This is an optimization exercise on Yosys and OpenROAD, whose aim is small area, not a production implementation.
Function was checked by simulation only, so behaviour that the tests miss may differ from the original.
No activity file was given, so power comes from the tool's default toggle rates.

### config.mk
export PLATFORM = sky130hd
export DESIGN_NAME = id_branch_pc_rf
export DESIGN_NICKNAME = id_branch_pc_rf
export VERILOG_FILES = /design/flow/design.v
export SDC_FILE = /design/flow/constraint.sdc
export NUM_CORES = 4
export LEC_CHECK = 0
export CAP_MARGIN = 20
export CORE_MARGIN = 2
export CORE_UTILIZATION = 35
export PLACE_DENSITY = 0.45
export SLEW_MARGIN = 20
export SYNTH_HIERARCHICAL = 1
### constraint.sdc
create_clock -name core_clock -period 10.0 [get_ports {clk}]
set_input_delay 2.0000 -clock core_clock [delete_from_list [all_inputs] [get_ports {clk}]]
set_output_delay 2.0000 -clock core_clock [all_outputs]
set_load 0.01 [all_outputs]
### design.v
module idr_ao22 (
  input  logic a1, a2, b1, b2,
  output logic y
);
  assign y = (a1 & a2) | (b1 & b2);
endmodule
module idr_aoi222 (
  input  logic a1, a2, b1, b2, c1, c2,
  output logic y
);
  assign y = ~((a1 & a2) | (b1 & b2) | (c1 & c2));
endmodule
module idr_rd_bit (
  input  logic [31:0] sel,
  input  logic [31:0] dat,
  output logic        y
);
  logic [10:0] n;
  genvar g;
  generate
    for (g = 0; g < 10; g++) begin : g_aoi
      idr_aoi222 u (
        .a1(sel[3*g]),   .a2(dat[3*g]),
        .b1(sel[3*g+1]), .b2(dat[3*g+1]),
        .c1(sel[3*g+2]), .c2(dat[3*g+2]),
        .y (n[g])
      );
    end
  endgenerate
  idr_aoi222 u_last (
    .a1(sel[30]), .a2(dat[30]),
    .b1(sel[31]), .b2(dat[31]),
    .c1(sel[31]), .c2(dat[31]),
    .y (n[10])
  );
  assign y = ~(&n[3:0]) | ~(&n[7:4]) | ~(&n[10:8]);
endmodule
module id_branch_pc_rf #(
  parameter logic [31:0] RESET_PC = 32'h0000_0000
) (
  input  logic        clk,
  input  logic        rst,
  input  logic        stall,
  input  logic [31:0] NPC,
  output logic [31:0] PC,
  input  logic [4:0]  A1,
  input  logic [4:0]  A2,
  output logic [31:0] RD1,
  output logic [31:0] RD2,
  input  logic        RFWr,
  input  logic [4:0]  WBSel,
  input  logic [31:0] WD,
  input  logic [31:0] rsv,
  input  logic [31:0] rtv,
  input  logic [5:0]  Op,
  input  logic [4:0]  rt,
  output logic        branch_taken
);
  genvar i, b;
  logic        pc_ld, pc_hold;
  logic [31:0] pc_d;
  assign pc_ld   = rst & ~stall;
  assign pc_hold = rst & stall;
  generate
    for (b = 0; b < 32; b++) begin : g_pc
      idr_ao22 u (
        .a1(pc_ld),   .a2(NPC[b] ^ RESET_PC[b]),
        .b1(pc_hold), .b2(PC[b] ^ RESET_PC[b]),
        .y (pc_d[b])
      );
    end
  endgenerate
  always_ff @(posedge clk)
    PC <= pc_d ^ RESET_PC;
  logic [31:1]       we;       
  logic [31:1]       ld;       
  logic [31:1]       hold;     
  logic [31:1][31:0] regs;
  logic [31:1][31:0] regs_d;
  generate
    for (i = 1; i < 32; i++) begin : g_reg
      assign we[i]   = RFWr & (WBSel == 5'(i));
      assign ld[i]   = rst & we[i];
      assign hold[i] = rst & ~we[i];
      for (b = 0; b < 32; b++) begin : g_bit
        idr_ao22 u (
          .a1(ld[i]),   .a2(WD[b]),
          .b1(hold[i]), .b2(regs[i][b]),
          .y (regs_d[i][b])
        );
      end
    end
  endgenerate
  always_ff @(posedge clk)
    regs <= regs_d;
  logic [31:0] sel1, sel2;
  generate
    for (i = 1; i < 32; i++) begin : g_sel
      assign sel1[i-1] = (A1 == 5'(i)) & ~we[i];
      assign sel2[i-1] = (A2 == 5'(i)) & ~we[i];
    end
  endgenerate
  assign sel1[31] = RFWr & (WBSel == A1) & (A1 != 5'd0);
  assign sel2[31] = RFWr & (WBSel == A2) & (A2 != 5'd0);
  generate
    for (b = 0; b < 32; b++) begin : g_rd
      logic [31:0] col;
      for (i = 1; i < 32; i++) begin : g_col
        assign col[i-1] = regs[i][b];
      end
      assign col[31] = WD[b];
      idr_rd_bit u_rd1 (.sel(sel1), .dat(col), .y(RD1[b]));
      idr_rd_bit u_rd2 (.sel(sel2), .dat(col), .y(RD2[b]));
    end
  endgenerate
  logic neg, zero, eq;
  assign neg  = rsv[31];
  assign zero = (rsv == 32'd0);
  assign eq   = (rsv == rtv);
  always_comb begin
    branch_taken = 1'b0;
    case (Op)
      6'b000100: branch_taken = eq;
      6'b000101: branch_taken = !eq;
      6'b000110: branch_taken = neg || zero;
      6'b000111: branch_taken = !neg && !zero;
      6'b000001: begin
        if (rt[3:1] == 3'b000)
          branch_taken = rt[0] ? !neg : neg;
      end
      default:   branch_taken = 1'b0;
    endcase
  end
endmodule
### flow/run.sh
#!/bin/bash
set -euo pipefail
bash standard.sh \
  BUFFER_PORTS_ARGS="-buffer_cell sky130_fd_sc_hd__buf_1" \
  CTS_ARGS="-sink_clustering_enable -repair_clock_nets -dont_use_dummy_load -buf_list {sky130_fd_sc_hd__clkbuf_8} -sink_clustering_size 14 -sink_clustering_max_diameter 80" \
  finish > flow_make.log 2>&1
### standard.sh
#!/bin/bash
# synth_recipe.tcl (not shown) runs the flow's synth.tcl, then flattens the netlist and writes it again
# the make line also repeats each setting of config.mk as NAME=value (left out here)
make -C /OpenROAD-flow-scripts/flow DESIGN_CONFIG=/design/flow/config.mk WORK_HOME=/design/flow/orfs CLKGATE_MAP_FILE= SYNTH_SCRIPT=/design/flow/synth_recipe.tcl "${@:-finish}"
==> impl_metrics.tcl, run 1 <==
set metrics [dict create \
    status "finished clean" \
    syn_to_final_growth_pct 13.9 \
    die_width_um 342 \
    clkSinkCount 1024 \
    yosysSeqAreaShare_pct 51.4 \
    crit_arrival_ns 5.49 \
    ys.flop_type "dfxtp_1" \
    postRouteAntennaNets 0 \
    ff2ff_path_depth 1 \
    synth_fa_ha_area_share_pct 0 \
    synth_edf_count 0 \
    cts_root_buf "clkbuf_8" \
    drv_slew 0 \
    cp-end-kind "output port" \
    grt_pass1_wl_um 292000 \
    die_area_mm2 0.117 \
    dr.pass1.iters 10 \
    powerDensity_mw_per_mm2 150 \
    rsz0062_at_grt "no" \
    grt-ovfl-total 0 \
    crit_type "in2out" \
    clock.fmax_mhz 133 \
    globalplace.congestion 0.904 \
    crit_buf_inv 3 \
    nets 3922 \
    vias 40707 \
    clock_path_buffers 3 \
    wl_um 213000 \
    hold_depth 1 \
    cts_resized 0 \
    port_buffers 253 \
    post-route-period-util_pct 74.9 \
    async_reset_ff_share_pct 0 \
    finalHoldViolCount 0 \
    synth_nets 3479 \
    max_stage_delay_ns 0.61 \
    static-leakage-power_uw 0.0160 \
    grt_max_degree 65 \
    synth_compound_area_share_pct 40.2 \
    clkLatencyLatePin_ns 0.71 \
    hold_slack_ns 0.467 \
    crit_required_ns 8.00 \
    slew_headroom_pct 14.8 \
    hold_buffers 0 \
    post_cts_buffers 0 \
    dieHeight_um 342 \
    hold_class "reg2reg" \
    synth_xor_area_share_pct 0.900 \
    grt_pass1_vias 39419 \
    ys_ff_latch 1024 \
    yosysUniqueCellTypes 35 \
    htreeDepth 3 \
    dpl.hpwl_um 117000 \
    syn_inst 3321 \
    synth_simple_gate_area_share_pct 7.31 \
    fin_skew_ns 0 \
    drive_gt1_share_pct 10.1 \
    synth_top_family_by_area "compound AO/OA/AOI/OAI gates" \
    via_per_inst 7.73 \
    drc_errors 0 \
    synth_area_mm2 0.0399 \
    cap_violations 0 \
    ios 255 \
    placed_area_mm2 0.0442 \
    drt_iter0_drc 8874 \
    synthMuxAreaShare_pct 0.0251 \
    critPathLaunchType "input port" \
    antenna_found_initial 6 \
    cpMaxStageDelayCell "or3_1" \
    wl_per_cell_um 40.4 \
    cp_top_family "simple AND/OR/NAND/NOR gates" \
    synth_warnings 7 \
    finalSetupTns_ns 0 \
    design_area_mm2 0.0455 \
    cp_common_cell "buf_1" \
    cts_tree "built" \
    period_minus_slack_ns 7.49 \
    grt_usage_pct 34.4 \
    worst_pin_slew_ns 1.28 \
    cts.clk_slew.worst_paths_ns 0.05 \
    num_rows 123 \
    syn_area_per_cell_um2 12.0 \
    crit_fanout 32 \
    crit_cells 10 \
    max-vdd-ir-drop_v 0.0000957 \
    start_util_pct 35.4 \
    cts_inserted_buffers 84 \
    setup_viol 0 \
    core-area_mm2 0.113 \
    crit_chain "buf_1 -> nor2b_1 -> nand3_1 -> nor2_1 -> nor3_2 -> buf_4 -> a222oi_1 -> nand4_1 -> or3_1 -> buf_1" \
]
-- report_power, final --
| part | internal (µW) | switching, µW | leakage (µW) |
|---|---|---|---|
| clock network | 752 | 1410 | 0.000604 |
| logic | 115 | 413 | 0.00714 |
| registers | 4110 | 27.5 | 0.00826 |
-- state kept, by name, indices dropped and copies added (netlist names) --
name,flops
regs,992
PC,32
-- cells in the final DEF (no fill, tap or decap), drive strengths merged --
cell type	count
a21oi	3
a222oi	704
a22o	1024
and2	32
and2b	1
and3	2
buf	344
clkbuf	116
dfxtp	1024
diode	6
inv	2
mux2i	1
nand2	12
nand2b	12
nand3	70
nand3b	4
nand4	139
nor2	34
nor2b	35
nor3	63
nor4	19
nor4b	1
o21ai	2
or2	9
or3	67
or4	1
xnor2	35
xor2	6
-- final timing paths --
path | slack (ns) | to | start
min | 0.47 | PC[0] | PC[0]
max | 2.51 | RD1[12] | WBSel[2]
min reg2reg | 0.47 | PC[0] | PC[0]
max reg2reg | 9.36 | regs[178] | regs[178]
-- metrics by stage --
step	std cells	power, µW	util, %	setup WS [ns]
floorplan	3321	4400	-	2.54
global placement	5173	4720	39.2	2.73
detailed placement	5174	4730	39.2	2.64
CTS	5258	6840	40.2	2.63
global route	5265	7020	40.3	2.49
finish	5268	6830	40.3	2.51
-- cell families after synthesis --
family	count (synthesis)
simple gates	501
mux	1
compound gates	1733
xor+xnor	41
buf+inv	21
flops	1024
-- layout make-up --
| cell class | count | area (µm²) |
|---|---|---|
| Sequential cell | 1024 | 20500 |
| Timing Repair Buffer | 376 | 1990 |
| Multi-Input combinational cell | 2276 | 19900 |
| Inverter | 2 | 7.51 |
| Fill cell | 10697 | 67300 |
| Antenna cell | 6 | 15.0 |
| Tap cell | 1500 | 1880 |
| Clock buffer | 84 | 1160 |
-- metal layers --
layer  global-route usage, %  routed length [µm]
met1                    46.9               84800
met3                    9.26               28000
met5                   0.204                   0
met2                    47.8               85200
met4                    21.7               14900
-- modules after synthesis (local to each module, per instance) --
module,times used,cell area (µm²)
id_branch_pc_rf,1,22400
idr_ao22,1024,8.76
idr_aoi222,704,10.0
idr_rd_bit,64,23.8
-- synth_stat cells, drive strengths merged, types with 2 or more instances --
cell / instances / area [µm²]
a21oi: 3 / 15.0
nand3: 70 / 350
nor2b: 35 / 221
nand3b: 4 / 30.0
o21ai: 2 / 13.8
a22o: 1024 / 8970
nand2: 12 / 45.0
nor4: 19 / 125
and2: 32 / 200
clkbuf: 12 / 45.0
inv: 2 / 7.51
nor3: 63 / 335
or3: 67 / 424
or2: 9 / 61.3
nor2: 34 / 128
nand2b: 12 / 75.1
nand4: 139 / 870
xor2: 6 / 52.6
dfxtp: 1024 / 20500
xnor2: 35 / 307
buf: 7 / 32.5
a222oi: 704 / 7050
and3: 2 / 12.5
==> run 2: changes to the inputs <==
--- a/config.mk
+++ b/config.mk
@@ -5,9 +5,9 @@
 export SDC_FILE = /design/flow/constraint.sdc
 export NUM_CORES = 4
 export LEC_CHECK = 0
-export CAP_MARGIN = 20
+export CAP_MARGIN = 0
 export CORE_MARGIN = 2
 export CORE_UTILIZATION = 35
 export PLACE_DENSITY = 0.45
-export SLEW_MARGIN = 20
+export SLEW_MARGIN = 0
 export SYNTH_HIERARCHICAL = 1
==> run 2 against run 1 <==
Compared with the run above: clock power about the same; final area decreased by 0.28%; critical path depth unchanged; count of clock-buffer cells in the layout unchanged; first-iteration DRC count decreased by 2.0%; routed wire length about the same; clock skew unchanged; power about the same; worst setup slack got worse by 0.022 ns; sequential cell count unchanged; sequential share of layout area increased by 0.13 points; non-clock buffer count decreased by 5; critical endpoint unchanged; largest cell class unchanged.
==> impl_metrics.tcl, run 2 <==
set metrics [dict create \
    status "finished clean" \
    grt_max_degree 65 \
    drive_gt1_share_pct 9.93 \
    die_width_um 342 \
    syn_area_per_cell_um2 12.0 \
    ys_ff_latch 1024 \
    grt-ovfl-total 0 \
    dieHeight_um 342 \
    dpl.cell_count 5173 \
    hold_class "reg2reg" \
    regMostFlops "regs" \
    nFillCells 10700 \
    syn_inst 3321 \
    cts_root_buf "clkbuf_8" \
    setup_viol 0 \
    post_cts_buffers 0 \
    dr.pass1.iters 14 \
    yosysSeqAreaShare_pct 51.4 \
    synth_nets 3479 \
    cts_resized 0 \
    synth_fa_ha_area_share_pct 0 \
    htreeDepth 3 \
    nets 3917 \
    fin_cells 5263 \
    synth_edf_count 0 \
    clkLatencyLatePin_ns 0.69 \
    cts_tree "built" \
    via_per_inst 7.70 \
    design_area_mm2 0.0453 \
    num_rows 123 \
    clock_path_buffers 3 \
    async_reset_ff_share_pct 0 \
    ys.flop_type "dfxtp_1" \
    synth.area.top_cells "dfxtp_1 (51%), a22o_1 (22%), a222oi_1 (18%)" \
    clkSinkCount 1024 \
    period_minus_slack_ns 7.51 \
    max-vdd-ir-drop_v 0.0000999 \
    crit_type "in2out" \
    cap_violations 0 \
    cts.clk_slew.worst_paths_ns 0.05 \
    drt_iter0_drc 8694 \
    grt_pass1_vias 39287 \
    netlist_top_cells_count "a22o_1 (1024), dfxtp_1 (1024), a222oi_1 (704), nand4_1 (139), nand3_1 (70)" \
    wl_um 213000 \
    synthMuxAreaShare_pct 0.0251 \
    grt_usage_pct 34.4 \
    cts_inserted_buffers 84 \
    drc_errors 0 \
    synth_compound_area_share_pct 40.2 \
    fin_skew_ns 0 \
    slew_headroom_pct 12.3 \
    final_cell_mix "dfxtp_1 (1024), a22o_1 (1024), a222oi_1 (704)" \
    grt_pass1_wl_um 292000 \
    finalHoldViolCount 0 \
    rsz0062_at_grt "no" \
    synth_warnings 7 \
    synth_xor_area_share_pct 0.900 \
    vias 40541 \
    yosysTopAreaCellShare_pct 51.4 \
    dpl.hpwl_um 117000 \
    cp-end-kind "output port" \
    reg_top3 "regs: 992 flops, PC: 32 flops" \
    register_area_mm2 0.0205 \
    crit_fanout 32 \
    core-area_mm2 0.113 \
    multi_input_area_mm2 0.0199 \
    wl_per_cell_um 40.5 \
    ios 255 \
    die_area_mm2 0.117 \
    synth_simple_gate_area_share_pct 7.31 \
    postRouteAntennaNets 0 \
    yosys.area.top_type "dfxtp_1" \
    hold_slack_ns 0.472 \
    placed_area_mm2 0.0442 \
    powerDensity_mw_per_mm2 151 \
    globalplace.congestion 0.904 \
    port_buffers 253 \
    crit_required_ns 8.00 \
    largest_reg_flops 992 \
    synth_top_family_by_area "compound AO/OA/AOI/OAI gates" \
    hold_buffers 0 \
    post-route-period-util_pct 75.1 \
    yosysUniqueCellTypes 35 \
    synth_area_mm2 0.0399 \
    antenna_found_initial 4 \
    crit_arrival_ns 5.51 \
    finalSetupTns_ns 0 \
    worst_pin_slew_ns 1.32 \
    critPathLaunchType "input port" \
    syn_to_final_growth_pct 13.6 \
    clock.fmax_mhz 133 \
    start_util_pct 35.4 \
    static-leakage-power_uw 0.0159 \
    drv_slew 0 \
]
[run 2: stage by stage]
| stage | total power, µW | util [%] | setup WS, ns |
|---|---|---|---|
| floorplan | 4400 | - | 2.54 |
| global placement | 4720 | 39.2 | 2.73 |
| detailed placement | 4730 | 39.2 | 2.67 |
| CTS | 6850 | 40.2 | 2.66 |
| global route | 7010 | 40.2 | 2.46 |
| finish | 6830 | 40.2 | 2.49 |
[run 2: final timing paths]
path,start,end,cells after the start,slack (ns)
min reg2reg,PC[0],PC[0],1,0.47
max reg2reg,regs[315],regs[315],1,9.35
min,PC[0],PC[0],1,0.47
max,WBSel[2],RD1[12],10,2.49
[run 2: modules after synthesis, one instance, submodules excluded]
module / cell area [µm²] / cells inside / times used / flops+latches
idr_rd_bit: 23.8 / 4 / 64 / 0
idr_ao22: 8.76 / 1 / 1024 / 0
idr_aoi222: 10.0 / 1 / 704 / 0
id_branch_pc_rf: 22400 / 1337 / 1 / 1024
[run 2: layout make-up]
class                   instances  area share, %
clock buffers                  84           2.55
flip-flops and latches       1024           45.2
inverters                       2         0.0166
multi-input cells            2276           43.9
well taps                    1500           4.14
diodes                          6         0.0331
repair buffers                371           4.14
[run 2: routing by layer]
metal | up-vias | part of all wire [%] | wire [µm] | track usage, %
met5 | - | 0.0061 | 13 | 0
met3 | 573 | 14 | 29100 | 9.69
met1 | 20144 | 40 | 84200 | 46.9
li1 | 16280 | - | - | -
met4 | 2 | 6.5 | 13800 | 20.4
met2 | 3542 | 40 | 85800 | 48.1
[run 2: cells by family after synthesis]
group,Yosys count
compound gates,1733
xor+xnor,41
buf+inv,21
flops,1024
mux,1
simple gates,501
[run 2: report_power, final]
group	leakage [µW]	switching, µW	internal, µW	total, µW
Combinational	0.00708	411	110	520
Sequential	0.00826	27.5	4110	4140
Clock	0.000604	1420	752	2170
Total	0.0159	1860	4970	6830
[run 2: worst max-delay path, cell delays in order]
cell	delay (ns)
buf_1	0.29
nor2b_1	0.22
nand3_1	0.27
nor2_1	0.45
nor3_2	0.09
buf_4	0.37
a222oi_1	0.48
nand4_1	0.51
or3_1	0.62
buf_1	0.17
==> run 3: changes to the inputs <==
--- a/config.mk
+++ b/config.mk
@@ -7,7 +7,7 @@
 export LEC_CHECK = 0
 export CAP_MARGIN = 0
 export CORE_MARGIN = 2
-export CORE_UTILIZATION = 35
-export PLACE_DENSITY = 0.45
+export CORE_UTILIZATION = 45
+export PLACE_DENSITY = 0.6
 export SLEW_MARGIN = 0
 export SYNTH_HIERARCHICAL = 1
==> run 3 against run 2 <==
Compared with the run above: clock power is 2% lower; utilization is 11 points higher; sequential cell count stayed put; synthesized cell count stayed put; first-iteration DRC count is 19% higher; die area is 22% lower; power is 0.74% lower; non-clock buffer count is 7 higher; worst hold slack better by 0.0043 ns; final area is 0.88% lower; worst setup slack better by 0.18 ns; clock skew stayed put.
==> impl_metrics.tcl, run 3 <==
set metrics [dict create \
    drc_errors 0 \
    hold_class "reg2reg" \
    synth_edf_count 0 \
    final_cell_mix "dfxtp_1 (1024), a22o_1 (1024), a222oi_1 (704)" \
    synth.area.top_cells "dfxtp_1 (51%), a22o_1 (22%), a222oi_1 (18%)" \
    fin_skew_ns 0 \
    critPathLaunch "RFWr" \
    reg_top3 "regs: 992 flops, PC: 32 flops" \
    drt_iter0_drc 10373 \
    max_stage_delay_ns 0.57 \
    yosys.area.top_type "dfxtp_1" \
    htreeDepth 3 \
    synth_warnings 7 \
    cp_common_cell "buf_1" \
    yosysTopAreaCellShare_pct 51.4 \
    yosysSeqAreaShare_pct 51.4 \
    vias 41594 \
    crit_required_ns 8.00 \
    ys_ff_latch 1024 \
    grt_pass1_wl_um 280000 \
    syn_to_final_growth_pct 12.6 \
    grt_max_degree 65 \
    syn_inst 3321 \
    hold_slack_ns 0.476 \
    dpl.cell_count 4845 \
    post_cts_buffers 0 \
    setup_viol 0 \
    drive_gt1_share_pct 9.43 \
    synth_area_mm2 0.0399 \
    largest_reg_flops 992 \
    die_area_mm2 0.0911 \
    clock_path_buffers 3 \
    antenna_found_initial 16 \
    finalHoldViolCount 0 \
    fin_cells 4938 \
    clkSinkCount 1024 \
    wl_per_cell_um 40.5 \
    crit_type "in2out" \
    cts_resized 0 \
    via_per_inst 8.42 \
    clkLatencyLatePin_ns 0.70 \
    worstReg2RegEnd "regs[959]" \
    cts_tree "built" \
    dpl.hpwl_um 106000 \
    nets 3923 \
    crit_arrival_ns 5.33 \
    num_rows 109 \
    status "finished clean" \
    cts_inserted_buffers 83 \
    r2r_slack_ns 9.35 \
    synth_nets 3479 \
    post-route-period-util_pct 73.3 \
    crit_chain "buf_1 -> nor2b_2 -> nand3_1 -> nor2_1 -> nor3_2 -> buf_4 -> a222oi_1 -> nand4_1 -> or3_1 -> buf_1" \
    postRouteAntennaNets 0 \
    regMostFlops "regs" \
    cpMaxStageDelayCell "a222oi_1" \
    worst_pin_slew_ns 1.36 \
    powerDensity_mw_per_mm2 151 \
    grt_pass1_vias 40752 \
    cap_violations 0 \
    port_buffers 253 \
    cts.clk_slew.worst_paths_ns 0.09 \
    netlist_top_cells_count "a22o_1 (1024), dfxtp_1 (1024), a222oi_1 (704), nand4_1 (139), nand3_1 (70)" \
    start_util_pct 45.3 \
    ys.flop_type "dfxtp_1" \
    syn_area_per_cell_um2 12.0 \
    nFillCells 7787 \
    globalplace.congestion 0.920 \
    fin_util_pct 51.0 \
    core-area_mm2 0.0881 \
    drv_slew 0 \
    slew_headroom_pct 8.95 \
    worstReg2RegStart "regs[959]" \
    cts_root_buf "clkbuf_8" \
    wl_um 200000 \
    critPathLaunchType "input port" \
    period_minus_slack_ns 7.33 \
    grt_usage_pct 41.7 \
    cp-end-kind "output port" \
    cp-endpoint "RD2[16]" \
    die_width_um 302 \
    yosysUniqueCellTypes 35 \
    grt-ovfl-total 0 \
    async_reset_ff_share_pct 0 \
    max-vdd-ir-drop_v 0.000109 \
    clock.fmax_mhz 136 \
    hold_start "PC[24]" \
    hold_buffers 0 \
    static-leakage-power_uw 0.0159 \
    ff2ff_path_depth 1 \
    dieHeight_um 302 \
    finalSetupTns_ns 0 \
    ios 255 \
    crit_fanout 32 \
    rsz0062_at_grt "no" \
    dr.pass1.iters 13 \
]
## run 3: kinds of logic after synthesis
logic type	share of synthesized area (%)
AOI/OAI and AO/OA	40.2
buffers and inverters	0.213
xor gates and xnor gates	0.900
muxes	0.0251
and+or+nand+nor	7.31
DFF	51.4
## run 3: critical path: cells and delay by family
kind | cells | cell delay (ns)
simple gates | 6 | 2.04
buf+inv | 3 | 0.71
compound gates | 1 | 0.57
## run 3: per-layer routing
| metal | global-route usage, % | wire, µm | share of wire, % |
|---|---|---|---|
| met3 | 16.1 | 32300 | 16 |
| met5 | 1.19 | 181 | 0.090 |
| met1 | 51.9 | 71000 | 35 |
| met2 | 59.0 | 80800 | 40 |
| met4 | 29.2 | 15900 | 7.9 |
## run 3: metrics by stage
step / power (µW) / setup WS, ns / area (µm²)
2_1_floorplan: 4400 / 2.54 / 39900
4_1_cts: 6730 / 2.80 / 44900
3_5_place_dp: 4710 / 2.80 / 43800
5_1_grt: 6930 / 2.54 / 44900
6_report: 6780 / 2.67 / 44900
3_3_place_gp: 4700 / 2.92 / 43800
## run 3: area by class of cell
cell class / instances / area [µm²] / share of cell area (%)
flip-flops and latches: 1024 / 20500 / 45.6
clock buffers: 83 / 1140 / 2.54
inverters: 2 / 7.51 / 0.0167
diodes: 10 / 25.0 / 0.0557
well taps: 1165 / 1460 / 3.24
multi-input cells: 2276 / 19900 / 44.3
repair buffers: 378 / 1920 / 4.27
## run 3: power breakdown
| part | internal, µW | leakage, µW | switching [µW] | total (µW) |
|---|---|---|---|---|
| Combinational | 108 | 0.00708 | 406 | 514 |
| Clock | 744 | 0.000597 | 1390 | 2130 |
| Sequential | 4110 | 0.00826 | 27.7 | 4140 |
## run 3: how the worst min path moves through the flow
| stage | endpoint | slack (ns) | cells after the start |
|---|---|---|---|
| final | PC[24] | 0.48 | 1 |
| after global routing | PC[24] | 0.49 | 1 |
| after CTS | PC[16] | 0.48 | 1 |
| after detailed placement | PC[16] | 0.45 | 1 |
| after global placement | PC[6] | 0.45 | 1 |
| after floorplan | regs[0] | 0.46 | 1 |
## run 3: modules after synthesis, one instance, submodules excluded
| module | copies in the design | cells inside | area, µm² |
|---|---|---|---|
| idr_rd_bit | 64 | 4 | 23.8 |
| idr_ao22 | 1024 | 1 | 8.76 |
| id_branch_pc_rf | 1 | 1337 | 22400 |
| idr_aoi222 | 704 | 1 | 10.0 |
==> run 4: changes to the inputs <==
==> flow/run.sh (replaced) <==
#!/bin/bash
set -euo pipefail
bash standard.sh \
  BUFFER_PORTS_ARGS="-buffer_cell sky130_fd_sc_hd__buf_1" \
  CTS_ARGS="-sink_clustering_enable -repair_clock_nets -dont_use_dummy_load -buf_list {sky130_fd_sc_hd__clkbuf_8} -sink_clustering_size 16 -sink_clustering_max_diameter 90" \
  finish > flow_make.log 2>&1
--- a/config.mk
+++ b/config.mk
@@ -7,7 +7,7 @@
 export LEC_CHECK = 0
 export CAP_MARGIN = 0
 export CORE_MARGIN = 2
-export CORE_UTILIZATION = 45
-export PLACE_DENSITY = 0.6
+export CORE_UTILIZATION = 35
+export PLACE_DENSITY = 0.45
 export SLEW_MARGIN = 0
 export SYNTH_HIERARCHICAL = 1
==> run 4 against run 3 <==
Compared with the run above: utilization down 11 points; non-clock buffer count decreased by 7; via count down 2.6%; clock skew did not move; synthesized cell count is the same; routed wire length is 6.1% higher; global-route usage is 7.3 points lower; combinational power rose by 1%; maximum frequency shrank 1.7%; largest power group unchanged.
==> impl_metrics.tcl, run 4 <==
set metrics [dict create \
    critPathLaunchType "input port" \
    synth_area_mm2 0.0399 \
    cts_inserted_buffers 75 \
    setup_viol 0 \
    num_rows 123 \
    die_area_mm2 0.117 \
    grt-ovfl-total 0 \
    register_area_mm2 0.0205 \
    critPathLaunch "WBSel[2]" \
    static-leakage-power_uw 0.0159 \
    core-area_mm2 0.113 \
    regMostFlops "regs" \
    async_reset_ff_share_pct 0 \
    p_switching_uw 1830 \
    port_buffers 253 \
    grt_pass1_vias 39128 \
    r2r_slack_ns 9.35 \
    cap_violations 0 \
    via_per_inst 7.71 \
    drc_errors 0 \
    synth_nets 3479 \
    syn_inst 3321 \
    start_util_pct 35.4 \
    drt_iter0_drc 8648 \
    dr.pass1.iters 10 \
    comb_power_share_pct 7.7 \
    period_minus_slack_ns 7.46 \
    nFillCells 10716 \
    drive_gt1_share_pct 9.71 \
    rsz0062_at_grt "no" \
    p_int_uw 4900 \
    yosys.area.top_type "dfxtp_1" \
    dpl.hpwl_um 117000 \
    multi_input_area_mm2 0.0199 \
    nets 3908 \
    setup_ws_ns 2.54 \
    crit_required_ns 8.00 \
    grt_pass1_wl_um 292000 \
    yosysSeqAreaShare_pct 51.4 \
    cp-end-kind "output port" \
    synth_edf_count 0 \
    crit_type "in2out" \
    reg_top3 "regs: 992 flops, PC: 32 flops" \
    yosysUniqueCellTypes 35 \
    grt_max_degree 65 \
    wl_um 212000 \
    seqPwrFrac_pct 61.5 \
    clock.fmax_mhz 134 \
    hold_buffers 0 \
    antenna_found_initial 6 \
    dieHeight_um 342 \
    largest_reg_flops 992 \
    grt_usage_pct 34.4 \
    final_cell_mix "dfxtp_1 (1024), a22o_1 (1024), a222oi_1 (704)" \
    ios 255 \
    powerDensity_mw_per_mm2 149 \
    clkSinkCount 1024 \
    slew_headroom_pct 11.9 \
    place_ws_ns 2.67 \
    post-route-period-util_pct 74.6 \
    syn_area_per_cell_um2 12.0 \
    cts.clk_slew.worst_paths_ns 0.09 \
    cts_resized 0 \
    die_width_um 342 \
    hold_class "reg2reg" \
    synth.area.top_cells "dfxtp_1 (51%), a22o_1 (22%), a222oi_1 (18%)" \
    yosysTopAreaCellShare_pct 51.4 \
    worstReg2RegStart "regs[466]" \
    htreeDepth 3 \
    crit_fanout 32 \
    vias 40521 \
    clkLatencyLatePin_ns 0.70 \
    finalSetupTns_ns 0 \
    cts_tree "built" \
    sw_frac_of_total_pct 27.2 \
    clockPowerShare_pct 30.8 \
    finalHoldViolCount 0 \
    postRouteAntennaNets 0 \
    netlist_top_cells_count "a22o_1 (1024), dfxtp_1 (1024), a222oi_1 (704), nand4_1 (139), nand3_1 (70)" \
    crit_arrival_ns 5.46 \
    max-vdd-ir-drop_v 0.0000906 \
    wl_per_cell_um 40.4 \
    clock_path_buffers 3 \
    synth_warnings 7 \
    status "finished clean" \
    drv_slew 0 \
    worst_pin_slew_ns 1.32 \
    ys_ff_latch 1024 \
    post_cts_buffers 0 \
    syn_to_final_growth_pct 13.3 \
    fin_skew_ns 0 \
    hold_start "PC[3]" \
    ys.flop_type "dfxtp_1" \
    cts_root_buf "clkbuf_8" \
    globalplace.congestion 0.904 \
]
run 4: layer usage:
| metal | track usage, % | up-vias | wire length (µm) |
|---|---|---|---|
| li1 | - | 16258 | - |
| met1 | 47.0 | 20193 | 83900 |
| met2 | 47.8 | 3496 | 85500 |
| met3 | 9.76 | 572 | 29200 |
| met4 | 20.5 | 2 | 13800 |
| met5 | 0 | - | 13 |
run 4: area by class of cell:
| type | instances | share of cell area, % |
|---|---|---|
| Sequential cell | 1024 | 45.3 |
| Multi-Input combinational cell | 2276 | 44.0 |
| Antenna cell | 5 | 0.0277 |
| Inverter | 2 | 0.0166 |
| Timing Repair Buffer | 371 | 4.15 |
| Tap cell | 1500 | 4.15 |
| Clock buffer | 75 | 2.28 |
run 4: worst paths after layout:
path	to	cells after the start
worst max-delay path	RD1[12]	10
worst min register to register	PC[3]	1
worst max register to register	regs[466]	1
worst min-delay path	PC[3]	1
run 4: Yosys stat by module, one instance, submodules excluded:
module / copies in the design / flip-flops and latches / cells
idr_aoi222: 704 / 0 / 1
idr_ao22: 1024 / 0 / 1
id_branch_pc_rf: 1 / 1024 / 1337
idr_rd_bit: 64 / 0 / 4
run 4: worst max-delay path, stage by stage:
cell and delay (ns):
buf_1 0.28, nor2b_1 0.22, nand3_1 0.27, nor2_1 0.45
nor3_2 0.10, buf_4 0.37, a222oi_1 0.48, nand4_1 0.48
or3_1 0.61, buf_1 0.17
run 4: cell families after synthesis:
family,after synthesis,synth area share (%)
AOI/OAI and AO/OA,1733,40.2
buffers and inverters,21,0.213
muxes,1,0.0251
DFF,1024,51.4
and+or+nand+nor,501,7.31
xor gates and xnor gates,41,0.900
run 4: stage by stage:
stage | hold slack, ns | utilization [%] | cell area [µm²] | total power [µW] | instances
after detailed placement | 0.454 | 39.2 | 44200 | 4730 | 5173
after global routing | 0.494 | 40.1 | 45200 | 6930 | 5250
after CTS | 0.481 | 40.1 | 45200 | 6750 | 5248
final | 0.477 | 40.1 | 45200 | 6730 | 5253
after global placement | 0.451 | 39.2 | 44200 | 4720 | 5173
after floorplan | 0.460 | - | 39900 | 4400 | 3321
run 4: power by group through the flow:
stage	combinational (µW)	sequential (µW)	clock [µW]
finish	519	4140	2070
global route	528	4150	2250
CTS	499	4140	2110
detailed placement	497	4230	0
global placement	487	4230	0
floorplan	172	4230	0

-- separate check: timing with driven ports --
No port has a modelled driver above. Below, the same layouts with a new extraction and two added sets of constraints.
Step 1: set_driving_cell puts a clkbuf_16 on clk and a buf_2 on each other input, an assumption about the parent block.
Step 2 moves the port delays by t, midway between the first and last clock arrival at a register: inputs arrive t later, outputs are due t later. That takes back most of the time a late clock gives input paths.
Slacks: ideal ports / drivers / drivers and shift; pairs: ideal ports / drivers.
run	shift t [ns]	setup slack, ns	worst hold slack (ns)	clock arrival spread, ns	cell pins on the clock port's net
run 1	0.818	2.508 / 2.361 / 2.361	0.467 / 0.467 / 0.467	0.097 / 0.097	1
run 2	0.815	2.486 / 2.342 / 2.342	0.472 / 0.472 / 0.472	0.108 / 0.109	1
run 3	0.796	2.667 / 2.637 / 2.637	0.476 / 0.476 / 0.476	0.087 / 0.087	1
run 4	0.818	2.539 / 2.398 / 2.398	0.477 / 0.477 / 0.477	0.115 / 0.115	1
After both steps setup and hold are still met in every run listed. For run 1, which loses most, drivers alone change the setup slack by -0.147 ns; drivers and shift together by -0.147 ns.
